Context: an optimization exercise on an open-source flow, tuned for small area. The choices shown serve that exercise and are no tape-out recipe. Function was checked by simulation only, so behaviour that the tests miss may differ from the original.

== v16 ==
// npcTop
module npcTop
(
    input  logic        clk,
    input  logic        arstN,
    output logic [31:0] instAddr,
    input  logic [31:0] instData,
    output logic        commitValid,
    output logic [31:0] commitPc,
    output logic [31:0] commitInst,
    output logic        commitWen,
    output logic [4:0]  commitRd,
    output logic [31:0] commitWdata,
    output logic [1:0]  state,
    output logic [1:0]  haltCause
);
    logic [4:0]  rd, rs1;
    logic [31:0] imm;
    logic        isAddi, isJalr, isEbreak;
    assign rd       = instData[11:7];
    assign rs1      = instData[19:15];
    assign imm      = {{20{instData[31]}}, instData[31:20]};
    assign isAddi   = (instData[6:0] == 7'b0010011) && (instData[14:12] == 3'b000);
    assign isJalr   = (instData[6:0] == 7'b1100111) && (instData[14:12] == 3'b000);
    assign isEbreak = (instData == 32'h0010_0073);
    logic halted, low;
    logic running;
    logic regWrite;
    assign running  = !halted && low;
    assign regWrite = running && (isAddi || isJalr);
    always_ff @(posedge clk or negedge arstN) begin
        if (!arstN) begin
            halted <= 1'b0;
            low    <= 1'b0;
        end else if (!halted) begin
            if (!low) begin
                low <= 1'b1;
            end else if (!(isAddi || isJalr)) begin
                halted <= 1'b1;
                low    <= !isEbreak;
            end
        end
    end
    assign state     = {halted, running};
    assign haltCause = {halted && low, halted && !low};
    logic [31:0] regs [1:31];
    logic [31:1] wsel;
    logic [31:1] rsel;
    logic [31:0] rs1Value;
    logic [31:0] rs1Stored;
    logic        toggle;
    logic [31:0] wcol;
    logic [31:0] wbData;
    always_comb begin
        for (int i = 1; i < 32; i++) begin
            wsel[i] = (regWrite && (rd == i[4:0])) || !arstN;
            rsel[i] = (rs1 == i[4:0]);
        end
    end
    for (genvar b = 0; b < 32; b++) begin : g_rd
        logic [30:0] qb;
        for (genvar i = 1; i < 32; i++) begin : g_q
            assign qb[i-1] = regs[i][b];
        end
        npcReadBit rdBit (
            .q  (qb),
            .sel(rsel),
            .y  (rs1Stored[b])
        );
    end
    for (genvar i = 1; i < 32; i++) begin : g_reg
  ...
For scale: roughly 3500 cells after synthesis, about 170 I/O pins, about 38000 um2 of cells after synthesis.
export LEC_CHECK = 0
export CAP_MARGIN = 10
export CORE_MARGIN = 2
export CORE_UTILIZATION = 65
export SETUP_SLACK_MARGIN = 0.1
export SLEW_MARGIN = 10
export SYNTH_HIERARCHICAL = 1
export SYNTH_MINIMUM_KEEP_SIZE = 0
create_clock -name core_clock -period 9.0 [get_ports {clk}]
standard.sh (not shown) runs the stock make flow with config.mk's settings and CLKGATE_MAP_FILE= SYNTH_SCRIPT=/design/flow/synth_recipe.tcl, a recipe that flattens the netlist after the stock synthesis.
==> flow/flow/run.sh <==
#!/bin/bash
# The standard layout, with smaller port buffers and a clock tree of
# smaller buffers and no dummy loads. Each tool's log stays under orfs/logs.
set -euo pipefail
export BUFFER_PORTS_ARGS="-buffer_cell sky130_fd_sc_hd__buf_1"
export CTS_ARGS="-sink_clustering_enable -repair_clock_nets -dont_use_dummy_load -buf_list {sky130_fd_sc_hd__clkbuf_4 sky130_fd_sc_hd__clkbuf_8 sky130_fd_sc_hd__clkbuf_16} -sink_clustering_buffer sky130_fd_sc_hd__clkbuf_4 -sink_clustering_size 10 -sink_clustering_max_diameter 60"
bash standard.sh > standard.log 2>&1
The following lists how v28 was set up differently from v16:
==> flow/flow/run.sh <==
#!/bin/bash
# The standard layout, with smaller port buffers and a clock tree of
# smaller buffers and no dummy loads. Each tool's log stays under orfs/logs.
set -euo pipefail
export BUFFER_PORTS_ARGS="-buffer_cell sky130_fd_sc_hd__buf_1"
export CTS_ARGS="-sink_clustering_enable -repair_clock_nets -dont_use_dummy_load -buf_list {sky130_fd_sc_hd__clkbuf_4 sky130_fd_sc_hd__clkbuf_8 sky130_fd_sc_hd__clkbuf_16} -sink_clustering_buffer sky130_fd_sc_hd__clkbuf_8 -sink_clustering_size 16 -sink_clustering_max_diameter 60"
bash standard.sh > standard.log 2>&1
Results
- v16 and v28 ended up with roughly the same area occupied by multi-input gates.
- Looking at v28 and v16, the portion of the layout cell area used by non-clock buffers is a wash.
- v16 and v28 ended up with roughly the same number of buffers other than clock buffers in the final layout.
diff inputs: v28 => v47
-- flow/config.mk --
<<< v28, line 9
export CORE_MARGIN = 2
export CORE_UTILIZATION = 65
export SETUP_SLACK_MARGIN = 0.1
>>> v47, line 9
export CORE_MARGIN = 2
export CORE_UTILIZATION = 75
export SETUP_SLACK_MARGIN = 0.1
--- outcome ---
Run comparison: v47 critical path startpoint instData[18]; v28 critical path startpoint pcHi[2]. When v47 is set beside v28, its path length in cells of the critical path turns out to be 13 smaller. The global router's overall resource usage in v47 sits 6.1 points above the value recorded for v28. Reported for v28 and v47, number of buffers inserted during clock tree synthesis turned out identical to the last digit. Number of buffers and inverters on the critical path: higher on v47. v28 and v47 ended up with roughly the same latest clock arrival within the worst-skew pair. Compared with v28, v47 shows clock period minus final worst setup slack higher by 6.6 ps. When v47 is set beside v28, its initial core utilization turns out to be 10 points larger. | layout net count | lower: v47 |.

[afterwards: timing with drivers on the ports]
How much do the figures lean on ideal ports? The routed layouts below were timed once more, with nothing changed but the port constraints.
Step 1 assumes that a clkbuf_16 drives the clock port and a buf_2 every other input.
Step 2 also shifts input and output timing later by t, the mid clock arrival at the registers, as if the neighbouring blocks saw the same clock.
a / b / c = ideal / step 1 / step 2; a / b = the first two.
| run | t, ns | setup WS [ns] | latest minus earliest clock arrival (ns) |
|---|---|---|---|
| v16 | 0.669 | 0.230 / 0.191 / 0.204 | 0.110 / 0.110 |
| v28 | 0.653 | 0.218 / 0.152 / 0.210 | 0.098 / 0.098 |
| v47 | 0.657 | 0.212 / 0.183 / 0.183 | 0.084 / 0.084 |
After both steps every run listed still meets setup and hold. The setup slack of v47, which loses most, moves by -0.029 ns with the drivers and by -0.029 ns with both steps.
